Background: an optimization exercise with open tools, aiming at small area, a short achievable clock period and few clock cycles per item. Do not read the settings as production practice. RTL that was checked went through simulation tests only; none was proved equivalent to the original. For runs 1 and 2, only the layout was checked, not whether the RTL still works. Power is estimated from default activity; no workload was simulated.

===== flow/config.mk =====
export PLATFORM = sky130hd
export DESIGN_NAME = bounded_fifo_with_keyed_removal_core
export DESIGN_NICKNAME = bounded_fifo_with_keyed_removal_core
export VERILOG_FILES = /design/flow/design.v
export SDC_FILE = /design/flow/constraint.sdc
export NUM_CORES = 4
export LEC_CHECK = 0
export ABC_CLOCK_PERIOD_IN_PS = 3000
export CAP_MARGIN = 20
export CORE_MARGIN = 2
export CORE_UTILIZATION = 55
export SETUP_SLACK_MARGIN = 2.8
export SLEW_MARGIN = 20

===== flow/constraint.sdc =====
create_clock -name core_clock -period 5.5 [get_ports {clk}]
set_input_delay 1.1000 -clock core_clock [delete_from_list [all_inputs] [get_ports {clk}]]
set_output_delay 1.1000 -clock core_clock [all_outputs]
set_load 0.01 [all_outputs]

===== flow/design.v =====
`timescale 1ns / 1ps
package bfkr_pkg;
    localparam int FIELD_W = 16;
    localparam int LIMIT_W = 5;
    localparam int COUNT_OUT_W = 5;
    localparam int REC_W = 3 * FIELD_W;
    localparam logic [1:0] REQ_ENQ = 2'd0;
    localparam logic [1:0] REQ_DEQ = 2'd1;
    localparam logic [1:0] REQ_RET = 2'd2;
endpackage
`timescale 1ns / 1ps
`timescale 1ns / 1ps
`timescale 1ns / 1ps
module bounded_fifo_with_keyed_removal_core #(
    parameter int DEPTH = 16
) (
    input  logic                              clk,
    input  logic                              rst_n,
    input  logic                              in_valid,
    output logic                              in_ready,
    input  logic [1:0]                        req_type,
    input  logic [bfkr_pkg::FIELD_W-1:0]      proc_num,
    input  logic [bfkr_pkg::FIELD_W-1:0]      arrival_time,
    input  logic [bfkr_pkg::FIELD_W-1:0]      cpu_time,
    input  logic [bfkr_pkg::FIELD_W-1:0]      search_key,
    input  logic                              cfg_valid,
    output logic                              cfg_ready,
    input  logic [bfkr_pkg::LIMIT_W-1:0]      queue_limit,
    output logic                              out_valid,
    input  logic                              out_ready,
    output logic                              status,
    output logic [bfkr_pkg::FIELD_W-1:0]      out_proc_num,
    output logic [bfkr_pkg::FIELD_W-1:0]      out_arrival_time,
    output logic [bfkr_pkg::FIELD_W-1:0]      out_cpu_time,
    output logic                              queue_empty,
    output logic [bfkr_pkg::COUNT_OUT_W-1:0]  record_count
);
    localparam int FW = bfkr_pkg::FIELD_W;
    localparam int RW = bfkr_pkg::REC_W;
    localparam int CW = $clog2(DEPTH + 1);
    logic             s1_v;
    logic             s1_enq;
    logic [DEPTH-1:0] s1_slot;
    logic [DEPTH-1:0] s1_hit;
    logic [RW-1:0]    mem [DEPTH];
    logic [DEPTH-1:0] vld;
    logic [DEPTH-1:0] age [DEPTH];
    logic [CW-1:0]    cnt;
    logic [CW-1:0]    lim;
    logic             out_v;
    logic             out_st;
    logic [RW-1:0]    out_rec;
    logic             cnt_zero;
    logic [CW-1:0]    cnt_next;
    logic             slot_free;
    logic             exec;
    logic [DEPTH-1:0] used_n;
    logic [DEPTH-1:0] ffp_n;
    logic [DEPTH-1:0] ffp;
    logic [DEPTH-1:0] hit_in;
    logic             can_enq;
    logic             enq_wait;
    logic             go_r;
    logic             wait_r;
    logic             s1_v_n;
    logic             out_v_n;
    logic [CW-1:0]    cnt_n;
    logic [CW-1:0]    lim_n;
    logic [DEPTH-1:0] m;
    logic [DEPTH-1:0] sel;
    logic [RW-1:0]    taken;
    logic             do_enq;
    logic             found;
    assign cfg_ready = 1'b1;
    assign out_valid = out_v && rst_n;
    assign slot_free = !out_v || out_ready;
    assign exec      = s1_v && slot_free;
    assign can_enq   = (cnt < lim);
    assign enq_wait  = (req_type == bfkr_pkg::REQ_ENQ) && wait_r;
    assign in_ready  = (go_r || out_ready) && !enq_wait;
    assign s1_v_n   = in_ready ? in_valid : (s1_v && !exec);
    assign out_v_n  = slot_free ? s1_v : out_v;
    assign cnt_n    = exec ? cnt_next : cnt;
    assign lim_n    = cfg_valid ? ((queue_limit == '0 || queue_limit > bfkr_pkg::LIMIT_W'(DEPTH))
                                   ? CW'(DEPTH) : CW'(queue_limit))
                                : lim;
    always_comb
    begin
        used_n = vld | ({DEPTH{s1_v && s1_enq}} & s1_slot)
                 | ({DEPTH{in_ready && in_valid && (req_type == bfkr_pkg::REQ_ENQ)}} & ffp);
        for (int s = 0; s < DEPTH; s++)
        begin
            ffp_n[s] = !used_n[s];
            for (int j = 0; j < s; j++)
            begin
                ffp_n[s] = ffp_n[s] && used_n[j];
            end
        end
    end
    always_comb
    begin
        for (int s = 0; s < DEPTH; s++)
        begin
            hit_in[s] = (req_type == bfkr_pkg::REQ_DEQ)
                        || ((req_type == bfkr_pkg::REQ_RET)
                            && (mem[s][2*FW-1:FW] == search_key));
        end
    end
    always_ff @(posedge clk)
    begin
        if (in_ready)
        begin
            s1_enq <= (req_type == bfkr_pkg::REQ_ENQ);
            s1_slot <= ffp;
            s1_hit <= hit_in;
        end
    end
    always_comb
    begin
        m = vld & s1_hit;
        for (int s = 0; s < DEPTH; s++)
        begin
            sel[s] = m[s];
            for (int j = 0; j < DEPTH; j++)
            begin
                if (j < s)
                begin
                    sel[s] = sel[s] && !(m[j] && age[j][s]);
                end
                else if (j > s)
                begin
                    sel[s] = sel[s] && !(m[j] && !age[s][j]);
                end
            end
        end
        found = |m;
    end
    assign do_enq = s1_enq && can_enq;
    always_ff @(posedge clk)
    begin
        for (int s = 0; s < DEPTH; s++)
        begin
            if (ffp[s])
            begin
                mem[s] <= {proc_num, arrival_time, cpu_time};
            end
            for (int j = s + 1; j < DEPTH; j++)
            begin
                if (ffp[s])
                begin
                    age[s][j] <= 1'b0;
                end
                else if (ffp[j])
                begin
                    age[s][j] <= 1'b1;
                end
            end
        end
        if (slot_free)
        begin
            out_st  <= !(do_enq || found);
            out_rec <= taken;
        end
    end
    always_ff @(posedge clk or negedge rst_n)
    begin
        if (!rst_n)
        begin
            s1_v  <= 1'b0;
            out_v <= 1'b0;
            vld   <= '0;
            cnt   <= '0;
            cnt_zero <= 1'b1;
            lim   <= CW'(DEPTH);
            go_r   <= 1'b1;
            wait_r <= 1'b0;
            ffp    <= DEPTH'(1);
        end
        else
        begin
            go_r   <= !s1_v_n || !out_v_n;
            ffp    <= ffp_n;
            wait_r <= (s1_v_n || (cnt_n < lim_n)) && !(|ffp_n);
            if (in_ready)
            begin
                s1_v <= in_valid;
            end
            else if (exec)
            begin
                s1_v <= 1'b0;
            end
            if (slot_free)
            begin
                out_v <= s1_v;
            end
            if (exec)
            begin
                vld <= (vld & ~sel) | ({DEPTH{do_enq}} & s1_slot);
                cnt      <= cnt_next;
                cnt_zero <= (cnt_next == '0);
            end
            lim <= lim_n;
        end
    end
    assign cnt_next = cnt + CW'(do_enq) - CW'(found);
    always_comb
    begin
        taken = '0;
        for (int s = 0; s < DEPTH; s++)
        begin
            taken = taken | ({RW{sel[s]}} & mem[s]);
        end
    end
    assign status           = out_st;
    assign out_proc_num     = out_rec[3*FW-1:2*FW];
    assign out_arrival_time = out_rec[2*FW-1:FW];
    assign out_cpu_time     = out_rec[FW-1:0];
    assign record_count     = cnt;
    assign queue_empty      = cnt_zero;
endmodule

===== flow/run.sh =====
#!/bin/bash
# synth_recipe.tcl (not shown) runs the flow's synth.tcl, then flattens the netlist and writes it again
# the make line also repeats each setting of config.mk as NAME=value (left out here)
make -C /OpenROAD-flow-scripts/flow DESIGN_CONFIG=/design/flow/config.mk WORK_HOME=/design/flow/orfs CLKGATE_MAP_FILE= SYNTH_SCRIPT=/design/flow/synth_recipe.tcl finish

==> results of run 1 <==
flip-flops by register name (all words and copies together) (netlist names):
name and flops:
age 120, cnt 5, cnt_zero 1, ffp 16, go_r 1, lim 5
mem 768, out_rec 48, out_st 1, out_v 1, s1_enq 1, s1_hit 16
s1_slot 16, s1_v 1, vld 16, wait_r 1
cell families (layout without fill, tap and decap cells):
| logic type | after synthesis | in the layout |
|---|---|---|
| compound gates | 526 | 526 |
| simple gates | 709 | 709 |
| flops | 1017 | 1017 |
| buf+inv | 214 | 466 |
| xor+xnor | 260 | 260 |
| fa+ha+maj | 16 | 16 |
| mux | 2 | 2 |
| other cells | 1 | 4 |
where the power goes:
group          switching (mW)  internal [mW]  total [mW]
combinational            2.85           1.77        4.63
clock                    3.02           4.07        7.09
sequential              0.620           9.24        9.86
total                    6.49           15.1        21.6
repair_timing:
action | CTS | global route
gates resized for setup | 146 | 64
gates cloned | 0 | 1
setup buffers | 25 | 22
endpoints found under the setup margin | 116 | 72
pin swaps | 11 | 14
area by class of cell:
class	instances	area [sq um]	area share, %
Inverter	19	71.3	0.150
Sequential cell	1017	29200	61.2
Clock buffer	133	2820	5.92
Clock inverter	57	642	1.35
Tap cell	959	1200	2.52
Timing Repair Buffer	257	2520	5.29
Antenna cell	3	7.51	0.0157
Multi-Input combinational cell	1514	11200	23.6
worst reg2reg max path, stage by stage, from the launching register on:
cell and delay (ns):
edfxtp_1 0.42, buf_12 0.16, and2_4 0.14, or4_1 0.40, or4_4 0.54, ha_4 0.29
inv_2 0.04, ha_4 0.15, fa_2 0.36, a21o_1 0.20, a21oi_2 0.17, xnor2_2 0.09
nand2_1 0.10, nand2_2 0.08, ha_4 0.26, nor2_1 0.03, a211o_1 0.27, and4b_1 0.18
per-stage QoR:
stage / area, sq um / cells / setup WS, ns
after floorplan: 40700 / 2745 / 1.75
after global placement: 43200 / 3718 / 1.33
after detailed placement: 43200 / 3718 / 1.28
after CTS: 47200 / 3933 / 1.57
after global routing: 47700 / 3958 / 1.42
final: 47700 / 3959 / 1.52
final timing paths:
check | from | to | slack, ns | cells past startpoint
min in group asynchronous | rst_n | lim[0] | 0.57 | 2
hold reg to reg | cnt_zero | cnt_zero | 0.47 | 2
max in group asynchronous | rst_n | ffp[13] | 4.33 | 2
hold / removal | cnt_zero | cnt_zero | 0.47 | 2
setup / recovery | s1_hit[1] | wait_r | 1.52 | 17
setup reg to reg | s1_hit[1] | wait_r | 1.52 | 17
cell usage in the layout, fill, tap and decap left out, types with 75 or more instances in the layout:
master           count
clkbuf_16          106
buf_4               90
edfxtp_1           850
dfxtp_1            120
clkdlybuf4s50_1     86
a221oi_1           194
a22o_1             209
nand3_1            120
xor2_1             241
nand4_1             75
nor2_1             253
synth_stat cells, types with 49 or more instances:
library cell  number
a221oi_1         197
a22o_1           209
buf_2             49
clkbuf_1         139
dfxtp_1          120
edfxtp_1         850
nand2_1           64
nand3_1          120
nand3b_1          69
nand4_1           75
nor2_1           255
nor4_1            64
o2111ai_1         51
xor2_1           241
metal layers:
| layer | track usage (%) | wire [um] | vias up | part of all wire [%] |
|---|---|---|---|---|
| met3 | 8.33 | 17100 | 395 | 12 |
| met4 | 16.6 | 6490 | 10 | 4.5 |
| li1 | - | - | 11155 | - |
| met1 | 53.7 | 56400 | 13980 | 39 |
| met2 | 56.3 | 63800 | 2024 | 44 |
| met5 | 0 | 57 | - | 0.040 |
==> results.txt, run 1 <==
PortBufs=between 100 and 150; Fmax=between 200 and 300 MHz; Final HPWL DP=around 81000 um; final hold violations=0; htree depth=3; crit path DAT=roughly 4.5 ns; largest net degree at the start of global routing=around 50; Max Slew Vio Count=0; CTS sink count=between 1000 and 1500; period utilization=between 70% and 80%; post-synthesis compound-gate area fraction=between 10% and 20%; Yosys reg bits=roughly 1000; top_reg_cell synth=edfxtp_1; synth top area cells=edfxtp_1, dfxtp_1, xor2_1, a22o_1, a221oi_1; Slew HR=between 20 and 30%; hold_buf cts=0; delay of the slowest critical-path stage=approximately 0.54 ns; GP Congestion=approximately 1.0; area grow syn2layout=17.5%; Crit path buffers/inverters=2; Setup Skew=around 0.043 ns; RSZ-0062 raised after global routing=true; Worst-Margin Slew=~1.1 ns; final hold slack=0.475 ns; Setup crit end kind=flip-flop; fillers=around 5200; Worst-path clk slew=approximately 0.060 ns; setup TNS=0 ns; Synth Area in XOR/XNOR=~5.6%; worst vdd ir=roughly 0.53 mV; most used cell, CP=ha_4; MaxCap Viol Count=0; pwr dens=between 400 and 500 nW/um^2; total number of vias=between 20000 and 30000; cell taking the most area after synthesis=edfxtp_1; final setup violation count=0; first-pass GRT wire length=~200000 um; Critical-path top delay cell=or4_4; Num CTS Buffers=102; startpoint types=flip-flop; post-layout util=65.4%; Final min period=3.98 ns; antenna violations before repair=7; Die Y=~280 um; Crit Path Category=flip-flop to flip-flop; cells along the critical path=buf_12 > and2_4 > or4_1 > or4_4 > ha_4 > inv_2 > ha_4 > fa_2 > a21o_1 > a21oi_2 > xnor2_2 > nand2_1 > nand2_2 > ha_4 > nor2_1 > a211o_1 > and4b_1; clock latency (worst-skew pair)=slightly below 0.7 ns; sequential area share after synthesis=71.7%; Lkg Pwr=16.3 nW; Initial Util=between 50% and 60%; DR WL/cell=~36 um; fin nets=approximately 3000; clk buf depth=3; Routed Antenna Nets=0; Adder-Cell Fraction of Synth Area=less than 1%; number of synthesized flops with an enable pin=850; share of the synthesized area in the top cell type=a little over three fifths; IO Count=134; DRC=0; final WL=about 140000 um; ys async rst share=4.62%; core footprint=about 73000 sq um; largest family of logic cells by synthesized area=compound AO/OA/AOI/OAI gates; grt ovf=0; die width=~280 um; Rows=about 100; syn_area_per_cell=between 10 and 15 sq um; Synth Warn #=3; Post-Synth Simple-Gate Area=slightly below 9%; Overall Global Routing Usage=around 38%; Iteration-0 DRC Markers=around 4400; Die ar.=between 70000 and 80000 sq um; share of layout cells above drive strength 1=14.0%; cell family with most CP delay=simple AND/OR/NAND/NOR gates; root buffer cell=clkbuf_16; Crit Path Max Fanout=2; Post-Syn Area=approximately 40000 sq um; Post-Synthesis Cells=approximately 2700; Tot Pwr=approximately 22 mW; post-synthesis cell type count=between 60 and 70; vias in the first global route=approximately 26000; Mapped Nets=around 2800; Hold Path Class=flip-flop to flip-flop; DRT Pass-1 Iters=6; status=timing/DRC/antenna clean; CTS tree=built; Crit path required time=~6.1 ns; mux contribution to synthesized area=less than 1%; vias per cell=roughly 7.0
==> run 2: changes to the inputs <==
--- a/flow/config.mk
+++ b/flow/config.mk
@@ -7,3 +7,3 @@
 export LEC_CHECK = 0
-export ABC_CLOCK_PERIOD_IN_PS = 3000
+export ABC_CLOCK_PERIOD_IN_PS = 2600
 export CAP_MARGIN = 20
@@ -11,3 +11,3 @@
 export CORE_UTILIZATION = 55
-export SETUP_SLACK_MARGIN = 2.8
+export SETUP_SLACK_MARGIN = 3.1
 export SLEW_MARGIN = 20
==> results.txt, run 2 <==
Final WS setup=1.51 ns (-0.0151 ns); fillers=4725 (-10%); antenna violations before repair=11 (+4); Critical-path top delay cell=or4_4; hold_buf cts=0 (unchanged); Rows=99 (unchanged); Crit Path Max Fanout=2 (unchanged); root buffer cell=clkbuf_16; setup TNS=0 ns (unchanged); synth top area cells=edfxtp_1, dfxtp_1, xor2_1, a22o_1, a221oi_1; Slew HR=20.3% (-8.4 points); largest net degree at the start of global routing=59 (+16%); vias in the first global route=27679 (+4.7%); commonest non-fill, non-tap cells in the layout=edfxtp_1, nor2_1, xor2_1, a22o_1, a221oi_2; commonest cells in the netlist=edfxtp_1, nor2_1, xor2_1; Overall Global Routing Usage=42.1% (+4.3 points); ys async rst share=4.62% (unchanged); CTS sink count=1017 (unchanged); pwr dens=441 nW/um^2 (-2.4%); Hold Path Class=flip-flop to flip-flop; die width=276 um (unchanged); top flop regs=mem (768), age (120), out_rec (48); Synth Area in XOR/XNOR=5.61% (unchanged); clock latency (worst-skew pair)=0.71 ns (+0.02 ns); CTS tree=built; PortBufs=132 (unchanged); Routed Antenna Nets=0 (unchanged); Setup Skew=0.0557 ns (+0.0129 ns); Final min period=3.99 ns (+0.0151 ns); Worst-Margin Slew=1.20 ns (+0.127 ns); multi-input combinational cell area=12900 sq um (+15%); Synth Warn #=3 (unchanged); cell taking the most area after synthesis=edfxtp_1; GP Congestion=0.991 (-2.7%); count leader, synth=edfxtp_1; Die ar.=76000 sq um (unchanged); Setup crit end kind=flip-flop; syn_area_per_cell=14.8 sq um (unchanged); IO Count=134 (unchanged); post-synthesis cell type count=61 (unchanged); Die Y=276 um (unchanged); final setup violation count=0 (unchanged); Fmax=251 MHz (-0.38%); cells along the critical path=and2_1 > or4_4 > or4_4 > ha_4 > inv_2 > ha_4 > fa_2 > a21o_1 > a21oi_2 > xnor2_2 > nand2_1 > nand2_2 > ha_4 > nor2_1 > a211o_1 > and4b_1; Max Slew Vio Count=0 (unchanged); Yosys reg bits=1017 (unchanged); total number of vias=29683 (+7.7%); area grow syn2layout=27.6%; status=timing/DRC/antenna clean; Setup Slack @ Placement=1.28 ns (+0.00360 ns); top_reg_cell synth=edfxtp_1; Adder-Cell Fraction of Synth Area=0.512% (unchanged); number of synthesized flops with an enable pin=850 (unchanged); core footprint=73000 sq um (unchanged); RSZ-0062 raised after global routing=true; max reg flops=768 (unchanged); most common cell after layout, fill and taps aside=edfxtp_1; delay of the slowest critical-path stage=0.56 ns (+0.02 ns); Initial Util=55.6% (unchanged); post-synthesis compound-gate area fraction=11.1% (unchanged); Crit Path Category=flip-flop to flip-flop; htree depth=3 (unchanged); mux contribution to synthesized area=0.0524% (unchanged); Lkg Pwr=17.9 nW (+9.8%); first-pass GRT wire length=219000 um (+9.6%); register name with the most flops=mem; worst vdd ir=0.603 mV (+13%); fin nets=3153 (+5.0%); Mapped Nets=2837 (unchanged); DRT Pass-1 Iters=8 (+2); Num CTS Buffers=101 (-0.98%); Post-Syn Area=40600 sq um (unchanged); largest family of logic cells by synthesized area=compound AO/OA/AOI/OAI gates; crit path DAT=4.58 ns (+0.04 ns); MaxCap Viol Count=0 (unchanged); DR WL/cell=40.4 um (+11%); share of the synthesized area in the top cell type=62.9% (unchanged); DRC=0 (unchanged); area occupied by registers=29200 sq um (about the same); most used cell, CP=ha_4; share of layout cells above drive strength 1=26.0% (+12 points); clk buf depth=3 (unchanged); Final HPWL DP=80300 um (-1.2%); Post-Synth Simple-Gate Area=8.88% (unchanged); Tot Pwr=22.9 mW (+5.9%); sequential area share after synthesis=71.7% (unchanged); Iteration-0 DRC Markers=4934 (+13%); vias per cell=7.22 (+3.8%); Worst-path clk slew=0.06 ns (about the same); Crit path required time=6.09 ns (+0.02 ns); grt ovf=0 (unchanged); startpoint types=flip-flop; Post-Synthesis Cells=2745 (unchanged); final WL=166000 um (+15%); final hold violations=0 (unchanged); period utilization=72.6% (+0.27 points)
-- run 2: what timing repair did --
item                       CTS  global route
buffers inserted           104            42
setup endpoints to repair  184           105
gates cloned                41            14
gates resized for setup    623           193
pin swaps                   93            66
-- run 2: metrics by stage --
step | cell area, sq um | util [%] | hold WS, ns | instances
after floorplan | 40800 | - | 0.447 | 2745
after global placement | 43300 | 59.3 | 0.466 | 3716
after detailed placement | 43300 | 59.3 | 0.475 | 3716
after CTS | 50200 | 68.8 | 0.484 | 4050
after global routing | 51800 | 70.9 | 0.512 | 4106
final | 51800 | 71.0 | 0.491 | 4109
-- run 2: kinds of logic (layout without fill, tap and decap cells) --
kind of cell	count (synthesis)	in the layout
AOI/OAI and AO/OA	526	526
adders and majority gates	16	16
other	1	4
muxes	2	2
buffers and inverters	214	615
and+or+nand+nor	709	710
DFF	1017	1017
xor gates and xnor gates	260	260
-- run 2: layout make-up --
cell class / instances / area share (%)
Clock buffer: 129 / 5.23
Antenna cell: 3 / 0.0145
Tap cell: 959 / 2.32
Timing Repair Buffer: 407 / 9.95
Multi-Input combinational cell: 1515 / 24.9
Sequential cell: 1017 / 56.4
Inverter: 19 / 0.138
Clock inverter: 60 / 1.06
-- run 2: report_power, final --
group	internal (mW)	total [mW]	switching [mW]
sequential	9.25	9.84	0.595
combinational	2.56	6.22	3.66
clock	3.78	6.80	3.02
total	15.6	22.9	7.28
-- run 2: worst max-delay path: cells and delay by family (launching register included) --
kind,cells,cell delay [ns]
xor gates and xnor gates,1,0.15
adders and majority gates,4,0.96
DFF,1,0.43
AOI/OAI and AO/OA,3,0.67
and+or+nand+nor,7,1.66
buffers and inverters,1,0.04
-- run 2: per-layer routing --
metal,up-vias,routed length (um),global-route usage (%)
li1,11505,-,-
met1,14955,60300,59.1
met2,2603,70600,61.1
met3,606,23700,11.2
met4,14,11200,21.0
met5,-,75,0
-- run 2: path summary, 6_finish.rpt --
check / cells after the start / slack, ns / from / endpoint
max in group asynchronous: 2 / 4.35 / rst_n / ffp[11]
setup reg to reg: 16 / 1.51 / s1_hit[12] / wait_r
hold / removal: 2 / 0.49 / age[2][4] / age[2][4]
min in group asynchronous: 2 / 0.52 / rst_n / cnt[1]
hold reg to reg: 2 / 0.49 / age[2][4] / age[2][4]
setup / recovery: 16 / 1.51 / s1_hit[12] / wait_r
==> run 3: changes to the inputs <==
--- a/flow/design.v
+++ b/flow/design.v
@@ -66,3 +66,3 @@
     logic             out_v_n;
-    logic [CW-1:0]    cnt_n;
+    logic             full_n;
     logic [CW-1:0]    lim_n;
@@ -82,3 +82,4 @@
     assign out_v_n  = slot_free ? s1_v : out_v;
-    assign cnt_n    = exec ? cnt_next : cnt;
+    assign full_n   = exec ? (((cnt == CW'(DEPTH - 1)) && do_enq) || ((cnt == CW'(DEPTH)) && !found))
+                           : (cnt == CW'(DEPTH));
     assign lim_n    = cfg_valid ? ((queue_limit == '0 || queue_limit > bfkr_pkg::LIMIT_W'(DEPTH))
@@ -182,3 +183,3 @@
             ffp    <= ffp_n;
-            wait_r <= (s1_v_n || (cnt_n < lim_n)) && !(|ffp_n);
+            wait_r <= !(|ffp_n) && (s1_v_n || !full_n);
             if (in_ready)
--- a/flow/config.mk
+++ b/flow/config.mk
@@ -7,3 +7,3 @@
 export LEC_CHECK = 0
-export ABC_CLOCK_PERIOD_IN_PS = 2600
+export ABC_CLOCK_PERIOD_IN_PS = 3000
 export CAP_MARGIN = 20
@@ -11,3 +11,5 @@
 export CORE_UTILIZATION = 55
-export SETUP_SLACK_MARGIN = 3.1
+export CTS_BUF_LIST = sky130_fd_sc_hd__clkbuf_4 sky130_fd_sc_hd__clkbuf_8
+export CTS_CLUSTER_SIZE = 30
+export SETUP_SLACK_MARGIN = 2.9
 export SLEW_MARGIN = 20
==> results.txt, run 3 <==
status=timing/DRC/antenna clean; area occupied by registers=29200 sq um (about the same); Synth Area in XOR/XNOR=5.63% (+0.021 points); Yosys reg bits=1017 (unchanged); Crit path required time=6.23 ns (+0.14 ns); grt ovf=0 (unchanged); total number of vias=29063 (-2.1%); fin nets=3174 (+0.67%); Post-Synthesis Cells=2759 (+0.51%); GP Congestion=1.01 (+1.7%); period utilization=57.4% (-15 points); Final HPWL DP=76600 um (-4.5%); Die Y=276 um (about the same); share of layout cells above drive strength 1=23.3% (-2.7 points); Setup crit end kind=flip-flop; mux contribution to synthesized area=0% (-0.052 points); share of total power in sequential cells=45.7% (+2.6 points); largest net degree at the start of global routing=52 (-12%); Adder-Cell Fraction of Synth Area=0.450% (-0.062 points); die width=276 um (about the same); NetSw=7.00 mW (-3.8%); commonest non-fill, non-tap cells in the layout=edfxtp_1, nor2_1, xor2_1, a22o_1, clkbuf_8; MaxCap Viol Count=0 (unchanged); sequential area share after synthesis=71.7% (about the same); worst vdd ir=0.346 mV (-43%); Setup Skew=0.0309 ns (-0.0248 ns); antenna violations before repair=12 (+1); Worst path depth=15 (-1); Slew HR=23.3% (+3.0 points); Reg2Reg Setup Slack=2.34 ns (+0.84 ns); top_reg_cell synth=edfxtp_1; syn_area_per_cell=14.7 sq um (-0.49%); Die ar.=76000 sq um (about the same); RSZ-0062 raised after global routing=true; Logic pwr share=23.7% (-3.5 points); Setup crit end=cnt_zero; Overall Global Routing Usage=38.0% (-4.1 points); delay of the slowest critical-path stage=0.53 ns (-0.03 ns); DR WL/cell=36.7 um (-9.1%); fillers=5087 (+7.7%); Iteration-0 DRC Markers=4891 (-0.87%); origin of the critical flop-to-flop path=s1_hit[15]; Clock Power Share=30.6% (+0.9 points); Crit path buffers/inverters=4 (+3); synth top area cells=edfxtp_1, dfxtp_1, xor2_1, a22o_1, a221oi_1; Critical-path top delay cell=edfxtp_1; commonest cells in the netlist=edfxtp_1, nor2_1, xor2_1; internal power=15.0 mW (-4.0%); Post-Syn Area=40600 sq um (about the same); PortBufs=132 (unchanged); Register-to-Register Path Depth=15 (-1); Rows=99 (unchanged); max reg flops=768 (unchanged); final hold violations=0 (unchanged); Finished Layout Cells=4182 (+1.8%); Final min period=3.16 ns (-0.836 ns); first-pass GRT wire length=201000 um (-8.2%); number of synthesized flops with an enable pin=850 (unchanged); root buffer cell=clkbuf_8; Num CTS Buffers=163 (+61%); count leader, synth=edfxtp_1; DRT Pass-1 Iters=6 (-2); startpoint types=flip-flop; Worst-Margin Slew=1.15 ns (-0.0451 ns); crit path DAT=3.89 ns (-0.69 ns); htree depth=4 (+1); DRC=0 (unchanged); placed insts=3707 (-0.24%); vias in the first global route=26992 (-2.5%); final WL=154000 um (-7.4%); Lkg Pwr=17.4 nW (-2.8%); post-synthesis cell type count=60 (-1.6%); Hold Path Class=primary input to async pin; worst flop-to-flop path endpoint=cnt_zero; design area=50000 sq um (-3.5%); clk buf depth=3 (unchanged); area post-placement=43000 sq um (-0.59%); register name with the most flops=mem; vias per cell=6.95 (-3.8%); share of the synthesized area in the top cell type=62.9% (about the same); area grow syn2layout=23.1%; core footprint=73000 sq um (unchanged); top flop regs=mem (768), age (120), out_rec (48); Initial Util=55.6% (about the same); Crit Path Category=flip-flop to flip-flop; Crit Path Max Fanout=12 (+10); post-synthesis compound-gate area fraction=11.0% (-0.039 points); CTS sink count=1017 (unchanged); crit path from=s1_hit[15]; Mapped Nets=2849 (+0.42%); cells along the critical path=nand2_4 > nand4_1 > nor3_4 > inv_2 > ha_4 > inv_4 > ha_4 > inv_2 > fa_2 > inv_2 > a21oi_2 > o21bai_1 > xnor2_1 > xnor2_1 > o31ai_1; Routed Antenna Nets=0 (unchanged); most used cell, CP=inv_2; Sw Share=31.9% (about the same); Post-Synth Simple-Gate Area=9.06% (+0.19 points); clock latency (worst-skew pair)=0.85 ns (+0.14 ns); cell family with most CP delay=simple AND/OR/NAND/NOR gates; CTS tree=built; IO Count=134 (unchanged); cell taking the most area after synthesis=edfxtp_1; Worst-path clk slew=0.06 ns (about the same); setup TNS=0 ns (unchanged); ys async rst share=4.62% (unchanged); most common cell after layout, fill and taps aside=edfxtp_1; Max Slew Vio Count=0 (unchanged); multi-input combinational cell area=11800 sq um (-8.4%); final setup violation count=0 (unchanged); pwr dens=439 nW/um^2 (-0.47%); Synth Warn #=3 (unchanged); Fmax=317 MHz (+26%); largest family of logic cells by synthesized area=compound AO/OA/AOI/OAI gates
-- run 3: changes by cell type after synthesis, sizes merged, moves of 4 or more --
| cell | delta |
|---|---|
| clkbuf | +42 |
| buf | -32 |
| nand2 | -8 |
| nand3b | +6 |
| o21ai | +5 |
| and3 | +4 |
| nor2 | -4 |
| nor3 | +4 |
| o221ai | -4 |
-- run 3: cells by family (layout without fill, tap and decap cells) --
logic type | Yosys count | count (layout)
other cells | 1 | 6
simple gates | 716 | 716
buf+inv | 224 | 683
compound gates | 526 | 526
flops | 1017 | 1017
xor+xnor | 261 | 261
fa+ha+maj | 14 | 14
-- run 3: power groups by stage --
stage / clock (mW) / combinational (mW) / sequential, mW
detailed placement: 0 / 3.79 / 10.2
floorplan: 0 / 2.01 / 9.98
global route: 7.08 / 5.33 / 10.1
CTS: 6.75 / 4.36 / 10.0
global placement: 0 / 3.77 / 10.2
finish: 6.71 / 5.20 / 10.0
-- run 3: stage by stage --
stage | power, mW | util [%] | hold slack (ns) | setup WS [ns]
after floorplan | 12.0 | - | 0.447 | 2.49
after global placement | 14.0 | 59.0 | 0.463 | 1.60
after detailed placement | 14.0 | 59.0 | 0.472 | 1.62
after CTS | 21.1 | 65.6 | 0.368 | 2.39
after global routing | 22.5 | 68.5 | 0.400 | 2.21
final | 22.0 | 68.5 | 0.387 | 2.34
-- run 3: worst min-delay path by stage --
stage	slack, ns	endpoint	depth (start not counted)
2_1_floorplan	0.45	age[0][10]	2
3_3_place_gp	0.46	age[2][15]	2
3_5_place_dp	0.47	age[2][5]	2
4_1_cts	0.37	lim[0]	2
5_1_grt	0.40	cnt[4]	2
6_report	0.39	lim[0]	2
-- run 3: layout make-up --
| class | count | area share (%) |
|---|---|---|
| Antenna cell | 5 | 0.0250 |
| Clock buffer | 232 | 5.65 |
| Clock inverter | 67 | 1.08 |
| Inverter | 19 | 0.148 |
| Multi-Input combinational cell | 1518 | 23.6 |
| Sequential cell | 1017 | 58.4 |
| Tap cell | 959 | 2.40 |
| Timing Repair Buffer | 365 | 8.62 |
-- run 3: layer usage --
metal,wire length [um],track usage (%),vias to the layer above
li1,-,-,11595
met1,57000,52.7,14543
met2,67600,57.3,2391
met3,20500,9.25,522
met4,8290,17.1,12
met5,87,0,-
-- run 3: what timing repair did --
item | in CTS | in global routing
pin swaps | 17 | 66
hold endpoints to repair | 0 | 0
buffers inserted | 68 | 61
gates cloned | 14 | 28
resized for setup | 352 | 228
setup endpoints to repair | 131 | 80
hold buffers | 0 | 0
-- run 3: worst register-to-register path: stages (launching register included) --
cell and delay [ns]:
edfxtp_1 0.53, nand2_4 0.29, nand4_1 0.20, nor3_4 0.34, inv_2 0.08, ha_4 0.22, inv_4 0.05, ha_4 0.12
inv_2 0.04, fa_2 0.39, inv_2 0.06, a21oi_2 0.04, o21bai_1 0.18, xnor2_1 0.17, xnor2_1 0.11, o31ai_1 0.22
Testbench counts of run 3, summed over its fixed seeds: cycles 4,044, items 4,000.
==> run 4: changes to the inputs <==
--- a/flow/config.mk
+++ b/flow/config.mk
@@ -11,4 +11,2 @@
 export CORE_UTILIZATION = 55
-export CTS_BUF_LIST = sky130_fd_sc_hd__clkbuf_4 sky130_fd_sc_hd__clkbuf_8
-export CTS_CLUSTER_SIZE = 30
 export SETUP_SLACK_MARGIN = 2.9
==> results.txt, run 4 <==
status=timing/DRC/antenna clean; commonest cells in the netlist=edfxtp_1, nor2_1, xor2_1; first-pass GRT wire length=197000 um (-2.1%); clk buf depth=3 (unchanged); Fmax=320 MHz (+1.0%); register name with the most flops=mem; most common cell after layout, fill and taps aside=edfxtp_1; grt ovf=0 (unchanged); commonest non-fill, non-tap cells in the layout=edfxtp_1, nor2_1, xor2_1, a22o_1, clkbuf_16; Die ar.=76000 sq um (unchanged); Final HPWL DP=76600 um (unchanged); Overall Global Routing Usage=37.0% (-1.0 points); Final min period=3.12 ns (-0.0317 ns); top flop regs=mem (768), age (120), out_rec (48); Tot Pwr=21.8 mW (-0.90%); crit path DAT=3.70 ns (-0.19 ns); Slew HR=23.1% (-0.15 points); root buffer cell=clkbuf_16; period utilization=56.8% (-0.58 points); number of synthesized flops with an enable pin=850 (unchanged); sequential area share after synthesis=71.7% (unchanged); htree depth=3 (-1); core footprint=73000 sq um (unchanged); Lkg Pwr=17.2 nW (-1.2%); share of the synthesized area in the top cell type=62.9% (unchanged); share of layout cells above drive strength 1=19.9% (-3.4 points); Crit Path Category=flip-flop to flip-flop; post-synthesis cell type count=60 (unchanged); setup TNS=0 ns (unchanged); Mapped Nets=2849 (unchanged); Rows=99 (unchanged); MaxCap Viol Count=0 (unchanged); Worst-path clk slew=0.06 ns (about the same); Initial Util=55.6% (unchanged); Iteration-0 DRC Markers=4466 (-8.7%); Post-Syn Area=40600 sq um (unchanged); Setup crit end kind=flip-flop; area grow syn2layout=22.7%; PortBufs=132 (unchanged); Worst-Margin Slew=1.15 ns (+0.00229 ns); Reg2Reg Setup Slack=2.38 ns (+0.03 ns); synth top area cells=edfxtp_1, dfxtp_1, xor2_1, a22o_1, a221oi_1; Crit path required time=6.08 ns (-0.15 ns); worst vdd ir=0.401 mV (+16%); max reg flops=768 (unchanged); CTS tree=built; final hold violations=0 (unchanged); DRT Pass-1 Iters=6 (unchanged); GP Congestion=1.01 (unchanged); Synth Warn #=3 (unchanged); final setup violation count=0 (unchanged); Die Y=276 um (unchanged); Yosys reg bits=1017 (unchanged); total number of vias=28535 (-1.8%); Max Slew Vio Count=0 (unchanged); IO Count=134 (unchanged); DRC=0 (unchanged); hold_buf cts=0 (unchanged); Final WS setup=2.38 ns (+0.0317 ns); final hold slack=0.480 ns (+0.0935 ns); Hold Path Class=flip-flop to flip-flop; final WL=152000 um (-1.1%); DR WL/cell=37.5 um (+2.1%); Num CTS Buffers=100 (-39%); vias in the first global route=26465 (-2.0%); Routed Antenna Nets=0 (unchanged); Crit Path Max Fanout=19 (+7); clock latency (worst-skew pair)=0.68 ns (-0.17 ns); cell taking the most area after synthesis=edfxtp_1; antenna violations before repair=7 (-5); fillers=5056 (-0.61%); ys async rst share=4.62% (unchanged); Setup Slack @ Placement=1.62 ns (unchanged); die width=276 um (unchanged); Setup Skew=0.0561 ns (+0.0252 ns); pwr dens=437 nW/um^2 (-0.62%); CTS sink count=1017 (unchanged); startpoint types=flip-flop; vias per cell=7.05 (+1.4%); syn_area_per_cell=14.7 sq um (unchanged); count leader, synth=edfxtp_1; largest net degree at the start of global routing=52 (unchanged); fin nets=3100 (-2.3%); RSZ-0062 raised after global routing=true; top_reg_cell synth=edfxtp_1; Post-Synthesis Cells=2759 (unchanged)
-- run 4: cell types whose count changed in the layout (fill, tap and decap cells not counted), sizes merged, moves of 3 or more --
| cell | delta |
|---|---|
| diode | -3 |
| inv | -4 |
| clkdlybuf4s15 | -16 |
| buf | -37 |
| clkbuf | -108 |
| clkinv | -7 |
| dlygate4sd2 | +45 |
-- run 4: cells by family (layout without fill, tap and decap cells) --
| logic type | Yosys count | in the layout | share of synthesized area (%) |
|---|---|---|---|
| adder cells (fa/ha/maj) | 14 | 14 | 0.450 |
| other | 1 | 3 | 0.00924 |
| AND/OR/NAND/NOR | 716 | 716 | 9.06 |
| buffers and inverters | 224 | 553 | 2.10 |
| XOR/XNOR | 261 | 261 | 5.63 |
| AO/OA/AOI/OAI | 526 | 526 | 11.0 |
| flip-flops | 1017 | 1017 | 71.7 |
-- run 4: repair_timing --
action,4_1_cts,5_1_grt
pin swaps,23,63
gates cloned,8,33
setup endpoints to repair,137,67
resized for setup,263,244
setup buffers,69,50
-- run 4: critical path: stages, from the launching register on --
cell and delay, ns:
dfrtp_2 0.59, a22oi_1 0.23, nand4_1 0.20, nor3_4 0.30
inv_2 0.08, ha_4 0.22, inv_4 0.05, ha_4 0.12
inv_2 0.04, fa_2 0.39, inv_2 0.07, a21oi_2 0.05
o21bai_1 0.18, xnor2_1 0.17, xnor2_1 0.11, o31ai_1 0.22
-- run 4: stage by stage --
stage               instance area (sq um)  util [%]  cells
finish                              49800      68.3   4049
global route                        49800      68.3   4048
CTS                                 47500      65.2   3964
detailed placement                  43000      59.0   3707
global placement                    43000      59.0   3707
floorplan                           40700         -   2759
-- run 4: metal layers --
layer / global-route usage (%) / routed length (um)
met5: 0 / 53
met4: 15.1 / 7990
met3: 7.90 / 20000
met2: 57.3 / 67600
met1: 51.3 / 56200
-- run 4: area by class of cell --
class | instances | area (sq um) | area share [%]
inverters | 19 | 73.8 | 0.148
clock inverters | 55 | 444 | 0.891
diodes | 2 | 5.00 | 0.0100
well taps | 959 | 1200 | 2.41
flip-flops and latches | 1017 | 29200 | 58.6
repair buffers | 354 | 4270 | 8.56
clock buffers | 125 | 2670 | 5.35
multi-input cells | 1518 | 12000 | 24.0
-- run 4: power breakdown --
part	switching, mW	leakage, nW	internal (mW)
clock network	2.97	1.53	3.60
logic	3.17	6.32	2.00
registers	0.687	9.37	9.34
-- run 4: final timing paths --
check                              start       end  depth (start not counted)
min in group asynchronous          rst_n    lim[2]                          2
max in group asynchronous          rst_n    vld[7]                          2
worst min-delay path            cnt_zero  cnt_zero                          2
worst max register to register    vld[9]  cnt_zero                         15
worst max-delay path              vld[9]  cnt_zero                         15
worst min register to register  cnt_zero  cnt_zero                          2
==> run 5: changes to the inputs <==
--- a/flow/design.v
+++ b/flow/design.v
@@ -200,3 +200,3 @@
                 cnt      <= cnt_next;
-                cnt_zero <= (cnt_next == '0);
+                cnt_zero <= !do_enq && (found ? (cnt == CW'(1)) : cnt_zero);
             end
@@ -205,3 +205,3 @@
     end
-    assign cnt_next = cnt + CW'(do_enq) - CW'(found);
+    assign cnt_next = do_enq ? (cnt + CW'(1)) : (found ? (cnt - CW'(1)) : cnt);
     always_comb
==> results.txt, run 5 <==
crit path DAT=3.16 ns (-0.54 ns); fin nets=3027 (-2.4%); Die ar.=75800 sq um (-0.29%); Iteration-0 DRC Markers=4530 (+1.4%); startpoint types=flip-flop; worst vdd ir=0.365 mV (-9.0%); Overall Global Routing Usage=37.2% (+0.20 points); count leader, synth=edfxtp_1; Metal-1 WL=57300 um (+1.9%); share of the synthesized area in the top cell type=63.1% (+0.18 points); status=timing/DRC/antenna clean; root buffer cell=clkbuf_16; Die Y=275 um (-0.15%); Crit path required time=5.87 ns (-0.21 ns); number of synthesized flops with an enable pin=850 (unchanged); met3 routed WL=17500 um (-13%); most used cell, CP=buf_4; Crit Path Max Fanout=8 (-11); share of total power in sequential cells=46.6% (+0.5 points); antenna violations before repair=6 (-1); NetSw=6.42 mW (-5.9%); vias in the first global route=26545 (+0.30%); area grow syn2layout=19.4%; max reg flops=768 (unchanged); clk buf depth=3 (unchanged); Logic pwr share=20.8% (-2.9 points); grt ovf=0 (unchanged); Rows=99 (unchanged); post-synthesis cell type count=63 (+5.0%); Top Layer Used=met5; final hold violations=0 (unchanged); final setup violation count=0 (unchanged); RSZ-0062 raised after global routing=true; Finished Layout Cells=3985 (-1.6%); syn_area_per_cell=14.8 sq um (+0.73%); share of layout cells above drive strength 1=15.8% (-4.2 points); cells along the critical path=buf_4 > buf_6 > buf_4 > nand3b_1 > o2111ai_2 > nor4_4 > buf_4 > clkbuf_16 > a22o_4 > a221oi_2 > nand4_1; Lkg Pwr=16.6 nW (-3.6%); Hold Path Class=flip-flop to flip-flop; MaxCap Viol Count=0 (unchanged); total number of vias=28004 (-1.9%); Fmax=358 MHz (+12%); Final min period=2.79 ns (-0.334 ns); top_reg_cell synth=edfxtp_1; Clock Power Share=32.5% (+2.3 points); PortBufs=132 (unchanged); DR WL/cell=36.5 um (-2.7%); Reg2Reg Setup Slack=2.71 ns (+0.33 ns); Final WS setup=2.71 ns (+0.334 ns); vias per cell=7.03 (-0.28%); DRT Pass-1 Iters=8 (+2); area post-placement=43000 sq um (about the same); Max Slew Vio Count=0 (unchanged); Mapped Nets=2817 (-1.1%); sequential area share after synthesis=71.9% (+0.21 points); Sw Share=30.3% (-1.0 points); first-pass GRT wire length=198000 um (+0.60%); hold_buf cts=0 (unchanged); DRC=0 (unchanged); die width=275 um (-0.15%); Final HPWL DP=77900 um (+1.7%); cell taking the most area after synthesis=edfxtp_1; delay of the slowest critical-path stage=0.44 ns (-0.15 ns); setup TNS=0 ns (unchanged); synth top area cells=edfxtp_1, dfxtp_1, xor2_1, a22o_1, a221oi_1; htree depth=3 (unchanged); CTS tree=built; Post-Syn Area=40500 sq um (-0.29%); Synth Warn #=3 (unchanged); Slew HR=24.3% (+1.2 points); Crit Path Category=flip-flop to flip-flop; Routed Antenna Nets=0 (unchanged); final WL=145000 um (-4.2%); length of routed met2 wiring=63700 um (-5.9%); most common cell after layout, fill and taps aside=edfxtp_1; top flop regs=mem (768), age (120), out_rec (48); final hold slack=0.488 ns (+0.00743 ns); Setup Slack @ Placement=1.63 ns (+0.00513 ns); period utilization=50.7% (-6.1 points); ys async rst share=4.62% (unchanged); GP Congestion=1.04 (+3.7%); Post-Synthesis Cells=2731 (-1.0%); CTS sink count=1017 (unchanged); Yosys reg bits=1017 (unchanged); placed insts=3692 (-0.40%); commonest cells in the netlist=edfxtp_1, nor2_1, xor2_1; internal power=14.8 mW (-1.2%); pwr dens=438 nW/um^2 (+0.39%); design area=48300 sq um (-3.0%); Setup Skew=0.0427 ns (-0.0134 ns); IO Count=134 (unchanged); commonest non-fill, non-tap cells in the layout=edfxtp_1, nor2_1, xor2_1, a22o_1, a221oi_1; Num CTS Buffers=103 (+3.0%); largest net degree at the start of global routing=52 (unchanged); clock latency (worst-skew pair)=0.70 ns (+0.02 ns); Worst-path clk slew=0.06 ns (about the same); Initial Util=55.5% (-0.16 points); register name with the most flops=mem; core footprint=73000 sq um (unchanged); Worst-Margin Slew=1.14 ns (-0.0178 ns); Critical-path top delay cell=edfxtp_1; Setup crit end kind=flip-flop
-- run 5: cell types whose count changed after synthesis, moves of 4 or more --
cell | previous run | this run
a31oi_1 | 3 | 8
nand2_1 | 56 | 49
a22oi_1 | 5 | 0
clkbuf_1 | 181 | 163
buf_2 | 6 | 17
o21ai_0 | 26 | 22
-- run 5: worst paths after layout --
check                                 from           to  cells past startpoint
worst min register to register  age[8][13]   age[8][13]                      2
worst min-delay path            age[8][13]   age[8][13]                      2
worst max register to register  s1_hit[13]  out_rec[26]                     11
worst max-delay path            s1_hit[13]  out_rec[26]                     11
max in group asynchronous            rst_n       ffp[9]                      2
min in group asynchronous            rst_n       vld[4]                      2
-- run 5: critical path: cells and delay by family, from the launching register on --
family	cells	cell delay, ns
AO/OA/AOI/OAI	3	0.63
AND/OR/NAND/NOR	3	0.54
flip-flops	1	0.44
buffers and inverters	5	0.83
-- run 5: repair_timing --
| item | CTS | global route |
|---|---|---|
| setup endpoints to repair | 143 | 60 |
| gates resized for setup | 213 | 122 |
| pin swaps | 15 | 29 |
| setup buffers | 66 | 24 |
| gates cloned | 4 | 9 |
-- run 5: per-stage QoR --
stage / total power [mW] / util, %
detailed placement: 13.7 / 58.9
CTS: 20.8 / 65.0
floorplan: 11.7 / -
global route: 21.7 / 66.2
global placement: 13.7 / 58.9
finish: 21.2 / 66.2
-- run 5: area by class of cell --
cell class                      instances  area (sq um)
Antenna cell                            2          5.00
Clock buffer                          127          2710
Clock inverter                         61           611
Fill cell                            5228         24600
Inverter                               16          60.1
Multi-Input combinational cell       1502         11400
Sequential cell                      1017         29200
Tap cell                              959          1200
Timing Repair Buffer                  301          3110
-- run 5: logic make-up (layout without fill, tap and decap cells) --
logic type               Yosys count  in the layout  synth area share (%)
AND/OR/NAND/NOR                  704            704                  8.95
flip-flops                      1017           1017                  71.9
XOR/XNOR                         260            260                  5.63
buffers and inverters            212            505                  2.05
AO/OA/AOI/OAI                    522            522                  11.0
other                              1              3               0.00927
adder cells (fa/ha/maj)           10             10                 0.309
multiplexers                       5              5                 0.130
-- run 5: power groups by stage --
stage / Clock, mW / Combinational [mW] / Sequential (mW)
2_1_floorplan: 0 / 1.81 / 9.91
3_3_place_gp: 0 / 3.60 / 10.1
3_5_place_dp: 0 / 3.62 / 10.1
4_1_cts: 6.93 / 3.98 / 9.85
5_1_grt: 7.25 / 4.54 / 9.92
6_report: 6.89 / 4.41 / 9.88
-- run 5: routing by layer --
metal / vias to the layer above / GRT usage [%]
met4: 8 / 15.5
met3: 411 / 7.42
met2: 2113 / 55.2
met1: 14254 / 54.1
met5: - / 0
li1: 11218 / -
Testbench counts of run 5, summed over its fixed seeds: cycles 4,044, items 4,000.
==> run 6: changes to the inputs <==
--- a/flow/config.mk
+++ b/flow/config.mk
@@ -7,3 +7,3 @@
 export LEC_CHECK = 0
-export ABC_CLOCK_PERIOD_IN_PS = 3000
+export ABC_CLOCK_PERIOD_IN_PS = 4500
 export CAP_MARGIN = 20
@@ -11,2 +11,4 @@
 export CORE_UTILIZATION = 55
+export CTS_CLUSTER_DIAMETER = 100
+export CTS_CLUSTER_SIZE = 30
 export SETUP_SLACK_MARGIN = 2.9
==> results.txt, run 6 <==
ys async rst share=4.62% (unchanged); share of the synthesized area in the top cell type=63.1% (unchanged); top_reg_cell synth=edfxtp_1; Finished Layout Cells=3893 (-2.3%); Worst-Margin Slew=1.15 ns (+0.0143 ns); register name with the most flops=mem; root buffer cell=clkbuf_16; setup TNS=0 ns (unchanged); Final min period=2.70 ns (-0.0938 ns); Die ar.=75800 sq um (unchanged); Iteration-0 DRC Markers=4740 (+4.6%); Slew HR=23.3% (-0.96 points); Setup crit end kind=output pin; pwr dens=392 nW/um^2 (-11%); count leader, synth=edfxtp_1; Synth Warn #=3 (unchanged); antenna violations before repair=2 (-4); Mapped Nets=2817 (unchanged); grt ovf=0 (unchanged); share of total power in sequential cells=53.6% (+7.0 points); DRT Pass-1 Iters=5 (-3); Initial Util=55.5% (unchanged); final setup violation count=0 (unchanged); Setup Skew=0.0392 ns (-0.00344 ns); MaxCap Viol Count=0 (unchanged); clock latency (worst-skew pair)=0.66 ns (-0.04 ns); period utilization=49.0% (-1.7 points); DR WL/cell=37.5 um (+2.8%); max reg flops=768 (unchanged); clk buf depth=3 (unchanged); Sw Share=31.9% (+1.6 points); die width=275 um (unchanged); commonest cells in the netlist=edfxtp_1, nor2_1, xor2_1; largest net degree at the start of global routing=52 (unchanged); status=timing/DRC/antenna clean; first-pass GRT wire length=198000 um (+0.13%); Lkg Pwr=15.9 nW (-4.4%); Crit path buffers/inverters=2 (-3); Overall Global Routing Usage=37.4% (+0.21 points); Fmax=371 MHz (+3.5%); Clock Power Share=21.2% (-11 points); placed insts=3692 (unchanged); Hold Path Class=flip-flop to flip-flop; vias per cell=7.15 (+1.8%); NetSw=5.86 mW (-8.7%); Crit path required time=4.40 ns (-1.47 ns); startpoint types=primary input; total number of vias=27848 (-0.56%); htree depth=2 (-1); Logic pwr share=25.2% (+4.4 points); cell family with most CP delay=buffers and inverters; area grow syn2layout=15.7%; PortBufs=132 (unchanged); delay of the slowest critical-path stage=0.17 ns (-0.27 ns); GP Congestion=1.04 (unchanged); sequential area share after synthesis=71.9% (unchanged); syn_area_per_cell=14.8 sq um (unchanged); core footprint=73000 sq um (unchanged); RSZ-0062 raised after global routing=true; final hold violations=0 (unchanged); Rows=99 (unchanged); final WL=146000 um (+0.45%); number of synthesized flops with an enable pin=850 (unchanged); Final HPWL DP=77900 um (unchanged); CTS sink count=1017 (unchanged); CTS tree=built; Worst-path clk slew=0.11 ns (+0.05 ns); fin nets=2995 (-1.1%); Crit Path Category=primary input to output pin; DRC=0 (unchanged); vias in the first global route=26018 (-2.0%); crit path DAT=1.60 ns (-1.56 ns); cell taking the most area after synthesis=edfxtp_1; most common cell after layout, fill and taps aside=edfxtp_1; IO Count=134 (unchanged); Max Slew Vio Count=0 (unchanged); post-synthesis cell type count=63 (unchanged); Yosys reg bits=1017 (unchanged); Routed Antenna Nets=0 (unchanged); share of layout cells above drive strength 1=14.8% (-1.0 points); Num CTS Buffers=41 (-60%); synth top area cells=edfxtp_1, dfxtp_1, xor2_1, a22o_1, a221oi_1; Die Y=275 um (unchanged); Critical-path top delay cell=a21oi_4; worst vdd ir=0.374 mV (+2.6%); Post-Synthesis Cells=2731 (unchanged); top flop regs=mem (768), age (120), out_rec (48); Crit Path Max Fanout=2 (-6); cells along the critical path=clkbuf_2 > nor2_4 > a21oi_4 > buf_6; commonest non-fill, non-tap cells in the layout=edfxtp_1, nor2_1, xor2_1, a22o_1, a221oi_1; internal power=12.5 mW (-15%); Post-Syn Area=40500 sq um (unchanged)
-- run 6: cell count changes in the layout (fill, tap and decap cells not counted), moves of 9 or more --
cell,change
a221oi_1,-23
clkinv_1,-27
clkinv_2,-13
a221oi_2,+23
buf_4,+10
clkbuf_1,-9
clkbuf_16,-59
o2111ai_1,+11
o2111ai_2,-12
-- run 6: routing by layer --
metal  up-vias  track usage (%)  wire length, um
met5         -                0               35
met4         4             13.8             6670
met3       340             7.26            17500
met2      2122             56.4            64100
met1     14287             54.5            57800
li1      11095                -                -
-- run 6: worst reg2reg max path, cell delays in order (launching register included) --
cell and delay (ns):
edfxtp_1 0.38, buf_6 0.14, buf_6 0.14, buf_4 0.15, nand3b_1 0.21, o2111ai_2 0.16
nor4_4 0.05, buf_4 0.18, buf_6 0.16, buf_16 0.17, a22o_1 0.24, a221oi_1 0.20
nand4_1 0.20
-- run 6: cells by family after synthesis --
| group | Yosys count | synth area share (%) |
|---|---|---|
| AOI/OAI and AO/OA | 522 | 11.0 |
| xor gates and xnor gates | 260 | 5.63 |
| adders and majority gates | 10 | 0.309 |
| buffers and inverters | 212 | 2.05 |
| DFF | 1017 | 71.9 |
| muxes | 5 | 0.130 |
| other | 1 | 0.00927 |
| and+or+nand+nor | 704 | 8.95 |
-- run 6: repair_timing --
item                       4_1_cts  5_1_grt
gates cloned                    10       11
hold buffers                     0        0
gates resized for setup        258      111
setup endpoints to repair      144       67
hold endpoints to repair         0        0
setup buffers                   81       31
pin swaps                       28       31
-- run 6: area by class of cell --
type,instances,area (sq um)
Clock buffer,53,1090
Antenna cell,2,5.00
Timing Repair Buffer,331,3610
Clock inverter,13,146
Multi-Input combinational cell,1502,11500
Tap cell,959,1200
Inverter,16,60.1
Sequential cell,1017,29200
Fill cell,5381,26100
-- run 6: final timing paths --
| kind | startpoint | end | slack [ns] | cells after the start |
|---|---|---|---|---|
| worst min register to register | age[2][12] | age[2][12] | 0.49 | 2 |
| worst min-delay path | age[2][12] | age[2][12] | 0.49 | 2 |
| max in group asynchronous | rst_n | ffp[11] | 4.42 | 2 |
| worst max-delay path | out_ready | in_ready | 2.80 | 4 |
| min in group asynchronous | rst_n | cnt[4] | 0.59 | 2 |
| worst max register to register | s1_hit[13] | out_rec[1] | 2.84 | 12 |
-- run 6: metrics by stage --
stage	setup slack [ns]	util (%)	power (mW)	area, sq um	hold WS, ns
finish	2.80	64.2	18.4	46800	0.488
global route	2.79	64.2	18.8	46800	0.515
CTS	2.67	62.8	17.9	45800	0.487
detailed placement	1.63	58.9	13.7	43000	0.471
global placement	1.56	58.9	13.7	43000	0.462
floorplan	2.50	-	11.7	40500	0.447
-- run 6: power groups by stage --
stage	sequential, mW	clock [mW]	combinational, mW
after floorplan	9.91	0	1.81
after global placement	10.1	0	3.60
after detailed placement	10.1	0	3.62
after CTS	9.83	3.89	4.15
after global routing	9.89	4.15	4.75
final	9.84	3.89	4.63
==> run 7: changes to the inputs <==
--- a/flow/config.mk
+++ b/flow/config.mk
@@ -7,3 +7,2 @@
 export LEC_CHECK = 0
-export ABC_CLOCK_PERIOD_IN_PS = 4500
 export CAP_MARGIN = 20
@@ -15 +14,2 @@
 export SLEW_MARGIN = 20
+export TNS_END_PERCENT = 30
==> results.txt, run 7 <==
antenna violations before repair=7 (+5); area occupied by registers=29200 sq um (about the same); Finished Layout Cells=3920 (+0.69%); setup TNS=0 ns (unchanged); Final min period=2.78 ns (+0.0837 ns); Setup crit end kind=flip-flop; die width=275 um (unchanged); crit path from=s1_hit[15]; share of the synthesized area in the top cell type=63.1% (unchanged); cell taking the most area after synthesis=edfxtp_1; period utilization=50.5% (+1.5 points); max reg flops=768 (unchanged); root buffer cell=clkbuf_16; final hold violations=0 (unchanged); top_reg_cell synth=edfxtp_1; final setup violation count=0 (unchanged); fin nets=3020 (+0.83%); post-layout util=64.2% (+0.069 points); cells along the critical path=buf_6 > buf_12 > nand2_4 > o2111ai_2 > nor4_4 > bufbuf_16 > a22o_1 > a221oi_1 > nand4_1; vias per cell=7.08 (-0.98%); Crit Path Max Fanout=25 (+23); syn_area_per_cell=14.8 sq um (unchanged); final hold slack=0.492 ns (+0.00396 ns); Post-Synthesis Cells=2731 (unchanged); number of synthesized flops with an enable pin=850 (unchanged); Fmax=360 MHz (-3.0%); register name with the most flops=mem; area post-placement=43000 sq um (about the same); Hold Path Class=flip-flop to flip-flop; top flop regs=mem (768), age (120), out_rec (48); hold_buf cts=0 (unchanged); Post-Syn Area=40500 sq um (unchanged); Die ar.=75800 sq um (unchanged); cell family with most CP delay=compound AO/OA/AOI/OAI gates; first-pass GRT wire length=193000 um (-2.9%); Routed Antenna Nets=0 (unchanged); Rows=99 (unchanged); count leader, synth=edfxtp_1; Final HPWL DP=76100 um (-2.3%); status=timing/DRC/antenna clean; Die Y=275 um (unchanged); sequential area share after synthesis=71.9% (unchanged); design area=46900 sq um (+0.11%); ys async rst share=4.62% (unchanged); clk buf depth=3 (unchanged); Crit Path Category=flip-flop to flip-flop; startpoint types=flip-flop; post-synthesis cell type count=63 (unchanged); most common cell after layout, fill and taps aside=edfxtp_1; delay of the slowest critical-path stage=0.50 ns (+0.33 ns); Crit path buffers/inverters=3 (+1); Max Slew Vio Count=0 (unchanged); grt ovf=0 (unchanged); multi-input combinational cell area=11400 sq um (-0.57%); Lkg Pwr=15.9 nW (+0.44%); vias in the first global route=25517 (-1.9%); Setup Skew=0.0260 ns (-0.0132 ns); commonest non-fill, non-tap cells in the layout=edfxtp_1, nor2_1, xor2_1, a22o_1, a221oi_1; Overall Global Routing Usage=36.2% (-1.2 points); placed insts=3690 (-0.054%); IO Count=134 (unchanged); core footprint=73000 sq um (unchanged); RSZ-0062 raised after global routing=true; Initial Util=55.5% (unchanged); hold path startpoint=age[2][8]; Iteration-0 DRC Markers=4381 (-7.6%); fillers=5315 (-1.2%); CTS sink count=1017 (unchanged); total number of vias=27767 (-0.29%); htree depth=2 (unchanged); DRC=0 (unchanged); area grow syn2layout=15.8%; DR WL/cell=36.5 um (-2.7%); Mapped Nets=2817 (unchanged); CTS tree=built; PortBufs=132 (unchanged); Num CTS Buffers=42 (+2.4%); clock latency (worst-skew pair)=0.65 ns (about the same); Worst-Margin Slew=1.12 ns (-0.0320 ns); Worst-path clk slew=0.12 ns (about the same); Yosys reg bits=1017 (unchanged); origin of the critical flop-to-flop path=s1_hit[15]; synth top area cells=edfxtp_1, dfxtp_1, xor2_1, a22o_1, a221oi_1; worst vdd ir=0.374 mV (-0.11%); final WL=143000 um (-2.1%); commonest cells in the netlist=edfxtp_1, nor2_1, xor2_1; Crit path required time=5.83 ns (+1.43 ns); Synth Warn #=3 (unchanged); crit path DAT=3.11 ns (+1.51 ns); Slew HR=25.5% (+2.1 points); Critical-path top delay cell=edfxtp_1; share of layout cells above drive strength 1=15.4% (+0.64 points); DRT Pass-1 Iters=6 (+1); MaxCap Viol Count=0 (unchanged); largest net degree at the start of global routing=55 (+5.8%); pwr dens=396 nW/um^2 (+0.83%); GP Congestion=0.985 (-5.7%)
run 7: cell types whose count changed in the layout (fill, tap and decap cells not counted), sizes merged, moves of 14 or more:
cell / previous run / this run
dlymetal6s2s: 1 / 15
dlygate4sd2: 56 / 2
clkdlybuf4s50: 56 / 98
buf: 189 / 217
run 7: power by group:
group | total (mW) | leakage (nW) | switching [mW] | internal, mW
Combinational | 4.58 | 5.94 | 2.77 | 1.81
Clock | 3.98 | 0.617 | 2.41 | 1.57
Sequential | 9.98 | 9.37 | 0.696 | 9.28
Total | 18.5 | 15.9 | 5.88 | 12.7
run 7: cell families after synthesis:
family          Yosys count  share of synthesized area (%)
xor+xnor                260                           5.63
simple gates            704                           8.95
compound gates          522                           11.0
flops                  1017                           71.9
fa+ha+maj                10                          0.309
other cells               1                        0.00927
mux                       5                          0.130
buf+inv                 212                           2.05
run 7: area by class of cell:
| class | instances | area share (%) |
|---|---|---|
| Sequential cell | 1017 | 62.3 |
| Multi-Input combinational cell | 1503 | 24.4 |
| Timing Repair Buffer | 354 | 7.77 |
| Tap cell | 959 | 2.56 |
| Clock buffer | 53 | 2.33 |
| Clock inverter | 16 | 0.441 |
| Inverter | 16 | 0.128 |
| Antenna cell | 2 | 0.0107 |
run 7: layer usage:
metal | part of all wire [%] | global-route usage, % | wire length (um) | up-vias
li1 | - | - | - | 11148
met1 | 38 | 52.6 | 54900 | 14141
met2 | 45 | 55.4 | 64000 | 2093
met3 | 13 | 6.57 | 17900 | 381
met4 | 4.4 | 12.6 | 6230 | 4
met5 | 0.018 | 0 | 26 | -
run 7: path summary, 6_finish.rpt:
path,to,slack [ns],cells after the start
setup / recovery,out_rec[16],2.72,9
hold / removal,age[2][8],0.49,2
setup reg to reg,out_rec[16],2.72,9
hold reg to reg,age[2][8],0.49,2
max in group asynchronous,ffp[2],4.44,2
min in group asynchronous,cnt[4],0.58,2
run 7: what timing repair did:
item,in CTS,in global routing
endpoints found under the setup margin,151,143
buffers inserted,91,51
endpoints found under the hold margin,0,0
gates cloned,7,10
pin swaps,21,25
resized for setup,174,125
run 7: through the flow:
| stage | worst slack, ns | power, mW |
|---|---|---|
| after floorplan | 2.50 | 11.7 |
| after global placement | 1.53 | 13.7 |
| after detailed placement | 1.56 | 13.7 |
| after CTS | 2.66 | 18.1 |
| after global routing | 2.75 | 19.0 |
| final | 2.72 | 18.5 |
run 7: worst reg2reg max path: cells and delay by family, from the launching register on:
family          cells  cell delay, ns
flops               1            0.50
simple gates        3            0.48
compound gates      3            0.84
buf+inv             3            0.65
==> run 8: changes to the inputs <==
--- a/flow/config.mk
+++ b/flow/config.mk
@@ -12,4 +12,3 @@
 export CTS_CLUSTER_SIZE = 30
-export SETUP_SLACK_MARGIN = 2.9
+export SETUP_SLACK_MARGIN = 2.7
 export SLEW_MARGIN = 20
-export TNS_END_PERCENT = 30
==> results.txt, run 8 <==
status=timing/DRC/antenna clean; htree depth=2 (unchanged); Hold Path Class=flip-flop to flip-flop; Mapped Nets=2817 (unchanged); worst vdd ir=0.390 mV (+4.4%); ys async rst share=4.62% (unchanged); cell taking the most area after synthesis=edfxtp_1; number of synthesized flops with an enable pin=850 (unchanged); Register-to-Register Path Depth=7 (-2); grt ovf=0 (unchanged); hold_buf cts=0 (unchanged); top_reg_cell synth=edfxtp_1; first-pass GRT wire length=188000 um (-2.2%); Crit Path Max Fanout=4 (-84%); Yosys reg bits=1017 (unchanged); root buffer cell=clkbuf_16; commonest non-fill, non-tap cells in the layout=edfxtp_1, nor2_1, xor2_1, a22o_1, a221oi_1; Iteration-0 DRC Markers=3999 (-8.7%); Overall Global Routing Usage=35.2% (-0.97 points); IO Count=134 (unchanged); largest net degree at the start of global routing=54 (-1.8%); clock latency (worst-skew pair)=0.64 ns (about the same); count leader, synth=edfxtp_1; Reg2Reg Setup Slack=2.67 ns (-0.05 ns); clk buf depth=3 (unchanged); startpoint types=primary input; vias in the first global route=25190 (-1.3%); Slew HR=24.9% (-0.57 points); share of the synthesized area in the top cell type=63.1% (unchanged); RSZ-0062 raised after global routing=true; Crit path required time=4.40 ns (-1.43 ns); GP Congestion=1.02 (+3.2%); M3 GR Usage=5.30% (-1.3 points); most common cell after layout, fill and taps aside=edfxtp_1; crit path DAT=1.75 ns (-1.36 ns); Setup Skew=0.0228 ns (-0.00319 ns); synth top area cells=edfxtp_1, dfxtp_1, xor2_1, a22o_1, a221oi_1; Initial Util=55.5% (unchanged); Rows=99 (unchanged); Die Y=275 um (unchanged); sequential area share after synthesis=71.9% (unchanged); worst flop-to-flop path endpoint=out_rec[19]; final WL=135000 um (-5.8%); syn_area_per_cell=14.8 sq um (unchanged); DRC=0 (unchanged); pwr dens=397 nW/um^2 (+0.49%); vias per cell=7.00 (-1.2%); setup TNS=0 ns (unchanged); register name with the most flops=mem; area post-placement=42900 sq um (-0.14%); top flop regs=mem (768), age (120), out_rec (48); commonest cells in the netlist=edfxtp_1, nor2_1, xor2_1; share of layout cells above drive strength 1=9.71% (-5.7 points); die width=275 um (unchanged); MaxCap Viol Count=0 (unchanged); origin of the critical flop-to-flop path=vld[10]; DR WL/cell=35.5 um (-2.8%); Synth Warn #=3 (unchanged); most crowded layer after global routing=met2; Worst-path clk slew=0.11 ns (about the same); DRT Pass-1 Iters=8 (+2); final hold violations=0 (unchanged); Setup crit end kind=output pin; core footprint=73000 sq um (unchanged); Num CTS Buffers=42 (unchanged); Worst-Margin Slew=1.13 ns (+0.00853 ns); antenna cell count=0 (-2); met1 usage=51.7% (-0.87 points); Post-Syn Area=40500 sq um (unchanged); Max Slew Vio Count=0 (unchanged); Crit Path Category=primary input to output pin; fin nets=2904 (-3.8%); total number of vias=26613 (-4.2%); Setup crit end=in_ready; Die ar.=75800 sq um (unchanged); Lkg Pwr=14.9 nW (-6.4%); Post-Synthesis Cells=2731 (unchanged); area grow syn2layout=11.3%; final setup violation count=0 (unchanged); max reg flops=768 (unchanged); met2 usage=54.4% (-0.99 points); CTS sink count=1017 (unchanged); Final HPWL DP=74600 um (-2.0%); crit path from=req_type[1]; PortBufs=132 (unchanged); antenna violations before repair=4 (-3); Routed Antenna Nets=0 (unchanged); CTS tree=built; post-synthesis cell type count=63 (unchanged); Fmax=351 MHz (-2.3%); period utilization=51.7% (+1.2 points); Final min period=2.85 ns (+0.0655 ns); design area=45100 sq um (-3.8%)
## run 8: cell counts after synthesis
Identical to the previous run, type by type.
## run 8: final cells by class
type / count / area [sq um]
clock inverters: 14 / 229
inverters: 16 / 60.1
fillers: 5492 / 27900
multi-input cells: 1502 / 10900
well taps: 959 / 1200
flip-flops and latches: 1017 / 29200
clock buffers: 55 / 1110
repair buffers: 239 / 2360
## run 8: repair_timing
action,in CTS,in global routing
pin swaps,4,4
gates resized for setup,80,42
endpoints found under the setup margin,90,28
setup buffers,44,8
cloned,0,1
## run 8: critical path, cell delays in order
cell             delay, ns
clkdlybuf4s15_1       0.25
nor2_4                0.06
a21oi_4               0.20
buf_6                 0.13
## run 8: stage by stage
stage | utilization, % | power (mW) | std cells | setup slack, ns | hold slack (ns)
floorplan | - | 11.7 | 2731 | 2.50 | 0.447
global placement | 58.8 | 13.7 | 3679 | 1.57 | 0.462
detailed placement | 58.8 | 13.7 | 3680 | 1.65 | 0.470
CTS | 61.5 | 17.7 | 3793 | 2.64 | 0.486
global route | 61.8 | 18.4 | 3802 | 2.64 | 0.507
finish | 61.8 | 17.9 | 3802 | 2.65 | 0.490
## run 8: cell families after synthesis
logic type	Yosys count	synth area share, %
xor+xnor	260	5.63
mux	5	0.130
buf+inv	212	2.05
compound gates	522	11.0
other cells	1	0.00927
simple gates	704	8.95
flops	1017	71.9
fa+ha+maj	10	0.309
## run 8: power breakdown
part	internal [mW]	switching, mW
logic	1.46	2.37
clock network	1.63	2.38
registers	9.27	0.793
total	12.4	5.55
## run 8: worst min-delay path by stage
stage / from / end / cells past startpoint
CTS: age[4][5] / age[4][5] / 2
global route: age[9][12] / age[9][12] / 2
floorplan: age[0][10] / age[0][10] / 2
global placement: age[3][6] / age[3][6] / 2
detailed placement: age[4][5] / age[4][5] / 2
finish: age[3][6] / age[3][6] / 2
## run 8: layer usage
metal | up-vias | part of all wire [%]
met5 | - | 0.028
met4 | 6 | 3.9
met3 | 297 | 11
met2 | 1853 | 45
met1 | 13560 | 40
li1 | 10897 | -

port drivers added, routing unchanged:
Ports are ideal in the flow. The routed layouts listed here were re-timed in OpenROAD.
Step 1, drivers: a clkbuf_16 drives clk and a buf_2 each remaining input, both assumed.
Step 2, shift: input delay + t, output delay - t, t = (earliest + latest rising clock arrival at the registers) / 2. This alone moves slack from input paths to output paths.
a / b / c = no drivers / after step 1 / after step 2; a / b = the first two.
run | shift t [ns] | setup slack, ns
run 1 | 0.742 | 1.524 / 1.524 / 1.524
run 2 | 0.749 | 1.509 / 1.509 / 1.509
run 3 | 0.893 | 2.345 / 2.345 / 2.024
run 4 | 0.720 | 2.377 / 2.377 / 2.175
run 5 | 0.748 | 2.710 / 2.710 / 2.120
run 6 | 0.702 | 2.804 / 2.750 / 2.249
run 7 | 0.708 | 2.720 / 2.720 / 2.108
run 8 | 0.696 | 2.655 / 2.631 / 2.051
After both steps setup and hold are still met in every run listed.
